From an optimization exercise on the open Yosys and OpenROAD flow, aimed at small area; shortcuts taken in it are not production practice.
Where RTL was checked, it was by simulation tests only, not by an equivalence proof against the original.
Power is estimated from default activity; no workload was simulated.

## job 101
Design tcp_offload, start of the top module:
module tcp_offload (
    input  logic                i_clk,
    input  logic                i_reset,
    input  logic [39:0]         i_cpu_req,
    output logic [33:0]         o_cpu_rsp,
    input  logic [9:0]          i_rx,
    output logic [9:0]          o_tx
);
Size in the first run: roughly 930 flip-flops, roughly 96 I/O pins, roughly 35,000 µm² of cells after synthesis.
Settings: LEC_CHECK=0, CAP_MARGIN=20, CORE_MARGIN=2, CORE_UTILIZATION=65, PLACE_DENSITY=0.75, SLEW_MARGIN=20, CTS_ARGS=-sink_clustering_enable -repair_clock_nets -dont_use_dummy_load -buf_list "sky130_fd_sc_hd__clkbuf_4" -sink_clustering_size 10 -sink_clustering_max_diameter 40, BUFFER_PORTS_ARGS=-buffer_cell sky130_fd_sc_hd__buf_1; clock period 5.0 ns.
standard.sh (not shown) runs the stock make flow with config.mk's settings and CLKGATE_MAP_FILE= SYNTH_SCRIPT=/design/flow/synth_recipe.tcl, a recipe that flattens the netlist after the stock synthesis.
==> flow/flow/run.sh <==
#!/bin/bash
cat >> config.mk <<'EOF'
export CTS_ARGS = -sink_clustering_enable -repair_clock_nets -dont_use_dummy_load -buf_list "sky130_fd_sc_hd__clkbuf_4" -sink_clustering_size 10 -sink_clustering_max_diameter 40
export BUFFER_PORTS_ARGS = -buffer_cell sky130_fd_sc_hd__buf_1
EOF
bash standard.sh > standard.log 2>&1
Job 101 completed end to end with timing, DRC and antenna clean.
Here is what was changed in the inputs of job 102 compared with job 101.
diff --git a/flow/design.v b/flow/design.v
--- a/flow/design.v
+++ b/flow/design.v
@@ -55,15 +55,14 @@
     assign c_wr   = i_cpu_req[38];
     assign c_addr = i_cpu_req[37:32];
     assign c_wd   = i_cpu_req[31:0];
     logic        st_pay_q;
     logic [1:0]  hcnt_q;         
     logic [31:0] hdr_q;
     logic        p_v_q, p_l_q, pv_q;
-    logic [7:0]  p_d_q;
     always_ff @(posedge i_clk) begin
         if (rst) begin
             st_pay_q <= 1'b0;
             hcnt_q <= 2'd0;
             p_v_q <= 1'b0;
             pv_q <= 1'b0;
         end else begin
@@ -83,42 +82,36 @@
                     hcnt_q <= 2'd0;
                     if (rx_l) st_pay_q <= 1'b0;
                 end
             end
         end
     end
     always_ff @(posedge i_clk) begin
-        p_d_q <= rx_d;
         p_l_q <= rx_l;
         if (rx_v && !st_pay_q) hdr_q <= {hdr_q[23:0], rx_d};
     end
-    logic [3:0]       s_busy_q;      
     logic [3:0]       s_full_q;      
     logic [3:0]       s_lenm1_q [4];
     logic [15:0]      s_remote_q [4];
     logic [15:0]      port_q [4];
     logic [3:0]       en_q;
-    logic [3:0] match, m1;
+    logic [3:0] match;
     logic       found;
     logic [1:0] msel;
     logic       hit_q;
     logic [1:0] sel_q;           
     logic [1:0] cur_sel;
     logic       cur_hit;
     logic       drop_q;
     logic       r_v_q, r_l_q;
     logic [4:0] wp_q;
     always_comb begin
         for (int i = 0; i < 4; i++) begin
-            match[i] = en_q[i] & ~s_busy_q[i] & (port_q[i] == hdr_q[15:0]);
+            match[i] = en_q[i] & ~s_full_q[i] & (port_q[i] == hdr_q[15:0]);
         end
-        m1[0] = match[0];
-        m1[1] = match[1] & ~match[0];
-        m1[2] = match[2] & ~match[1] & ~match[0];
-        m1[3] = match[3] & ~match[2] & ~match[1] & ~match[0];
         found = |match;
         msel = {~match[0] & ~match[1], ~match[0] & (match[1] | ~match[2])};
     end
     assign cur_hit = pv_q ? found : hit_q;
     assign cur_sel = pv_q ? msel : sel_q;
     always_ff @(posedge i_clk) begin
         if (rst) begin
@@ -132,35 +125,39 @@
             else if (pv_q) hit_q <= found;
         end
     end
     always_ff @(posedge i_clk) begin
         sel_q <= cur_sel;
         r_l_q <= p_l_q;
         for (int i = 0; i < 4; i++) begin
-            if (pv_q && m1[i]) s_remote_q[i] <= hdr_q[31:16];
+            if (pv_q && !s_full_q[i]) s_remote_q[i] <= hdr_q[31:16];
         end
     end
     logic [3:0]   r_hit;         
     logic         w_en;
     logic [3:0]   last_row;
     logic [127:0] buf_q [4];
     logic [3:0]   shift;
     always_comb begin
         for (int i = 0; i < 4; i++) r_hit[i] = r_v_q & (sel_q == 2'(i));
     end
-    assign w_en = p_v_q & cur_hit & (pv_q | ~wp_q[4]);
-    assign last_row = pv_q ? 4'd0 : (wp_q[3:0] | {4{wp_q[4]}});
+    logic       d_pay, d_first;
+    logic [3:0] done_s;
+    assign d_pay = st_pay_q & rx_v;
+    assign d_first = hcnt_q[0];
+    assign w_en = d_pay & (d_first | ~wp_q[4]);
+    assign last_row = d_first ? 4'd0 : (wp_q[3:0] | {4{wp_q[4]}});
     always_ff @(posedge i_clk) begin
-        if (p_v_q && cur_hit) begin
-            if (pv_q) wp_q <= 5'd1;
+        if (d_pay) begin
+            if (d_first) wp_q <= 5'd1;
             else if (!wp_q[4]) wp_q <= wp_q + 5'd1;
         end
         for (int i = 0; i < 4; i++) begin
-            if (p_v_q && cur_hit && p_l_q && cur_sel == 2'(i)) s_lenm1_q[i] <= last_row;
-            if (shift[i]) buf_q[i] <= {buf_q[i][119:0], p_d_q};
+            if (d_pay && rx_l && (!s_full_q[i] || done_s[i])) s_lenm1_q[i] <= last_row;
+            if (shift[i]) buf_q[i] <= {buf_q[i][119:0], rx_d};
         end
     end
     logic       g;
     logic [3:0] gnt_q;           
     logic [1:0] ptr_q;           
     logic [5:0] ph_q;            
     logic [3:0] row_q;           
@@ -194,15 +191,16 @@
     assign pay = ph_q[5];
     always_comb begin
         hrot = 1'b0;
         for (int k = 0; k < 5; k++) hrot = hrot | (ph_q[k] & (4'(k) >= thr));
     end
     always_comb begin
         for (int i = 0; i < 4; i++) begin
-            shift[i] = (w_en & (cur_sel == 2'(i))) | (gnt_q[i] & (pay | hrot));
+            shift[i] = (w_en & ~s_full_q[i]) | (gnt_q[i] & (pay | hrot));
+            done_s[i] = gnt_q[i] & done;
         end
     end
     assign done = pay & (row_q == x);
     always_comb begin
         tbyte = 8'd0;
         for (int i = 0; i < 4; i++) begin
             ys[i] = (port_q[i][15:8] & {8{ph_q[1]}}) | (port_q[i][7:0] & {8{ph_q[2]}}) |
@@ -216,34 +214,28 @@
     always_ff @(posedge i_clk) begin
         if (rst) begin
             gnt_q <= 4'd0;
             ptr_q <= 2'd0;
             tv_q <= 1'b0;
             tl_q <= 1'b0;
             td_q <= 8'd0;
-            s_busy_q <= 4'd0;
             s_full_q <= 4'd0;
         end else begin
             tv_q <= g & ~ph_q[0];
             tl_q <= g & done;
             td_q <= tbyte;
             if (g) begin
                 if (done) gnt_q <= 4'd0;
             end else if (pick_found) begin
                 gnt_q <= 4'd1 << pick;
                 ptr_q <= pick;
             end
             for (int i = 0; i < 4; i++) begin
-                if (r_hit[i]) begin
-                    s_busy_q[i] <= 1'b1;
-                    if (r_l_q) s_full_q[i] <= 1'b1;
-                end else if (gnt_q[i] && done) begin
-                    s_busy_q[i] <= 1'b0;
-                    s_full_q[i] <= 1'b0;
-                end
+                if (r_hit[i] && r_l_q) s_full_q[i] <= 1'b1;
+                else if (gnt_q[i] && done) s_full_q[i] <= 1'b0;
             end
         end
     end
     always_ff @(posedge i_clk) begin
         ph_q <= g ? {ph_q[5] | ph_q[4], ph_q[3:0], 1'b0} : 6'd1;
         row_q <= pay ? row_q + 4'd1 : 4'd0;
     end
==> summary.txt <==
- Taking job 101 as the reference, in job 102 die boundary width was more or less identical, first-pass GRT wire length went down by 1700 µm.
- The higher total routing usage reported by global routing came out of job 101.
- Number of buffer and inverter stages on the critical path sits higher in job 102 than in job 101.
- Taking job 101 as the reference point, the synthesized area of job 102 rises by 0.41%.
- Of the two values seen for timing endpoint of the critical path, buf_q[1][55] was produced by job 101 and buf_q[0][19] by job 102.
- In job 102, the fraction of the mapped netlist area in simple logic gates came out 0.45 points above the value in job 101.
- Die area grows slightly when moving from job 101 to job 102.
- Comparing job 101 and job 102, the higher net switching power figure is on job 101.
- Total of clock buffers placed in the layout in job 102 is 3 higher than in job 101
No functional check of the RTL was part of job 102.

what the ideal ports hide:
The results above use ideal ports. As a check the final layouts listed here were re-extracted and re-timed, cells and wires unchanged.
Step 1 sets driving cells, clkbuf_16 on the clock port and buf_2 on the other inputs (assumed; they add their load-dependent delay and slew).
Step 2 adds t to the input delays and takes it off the output delays; t is the mean of the earliest and latest rising clock arrival at the registers after step 1. Input paths then give back, and output paths get back, about the clock's delay inside the block.
Three values: ideal, step 1, step 2; two values: the first two.
run	t, ns	setup WS [ns]	worst data-port slew with drivers (ns)
job 101	0.932	0.495 / 0.495 / 0.495	0.07
job 102	0.944	0.486 / 0.486 / 0.486	0.09
After both steps setup and hold are still met in every run listed.
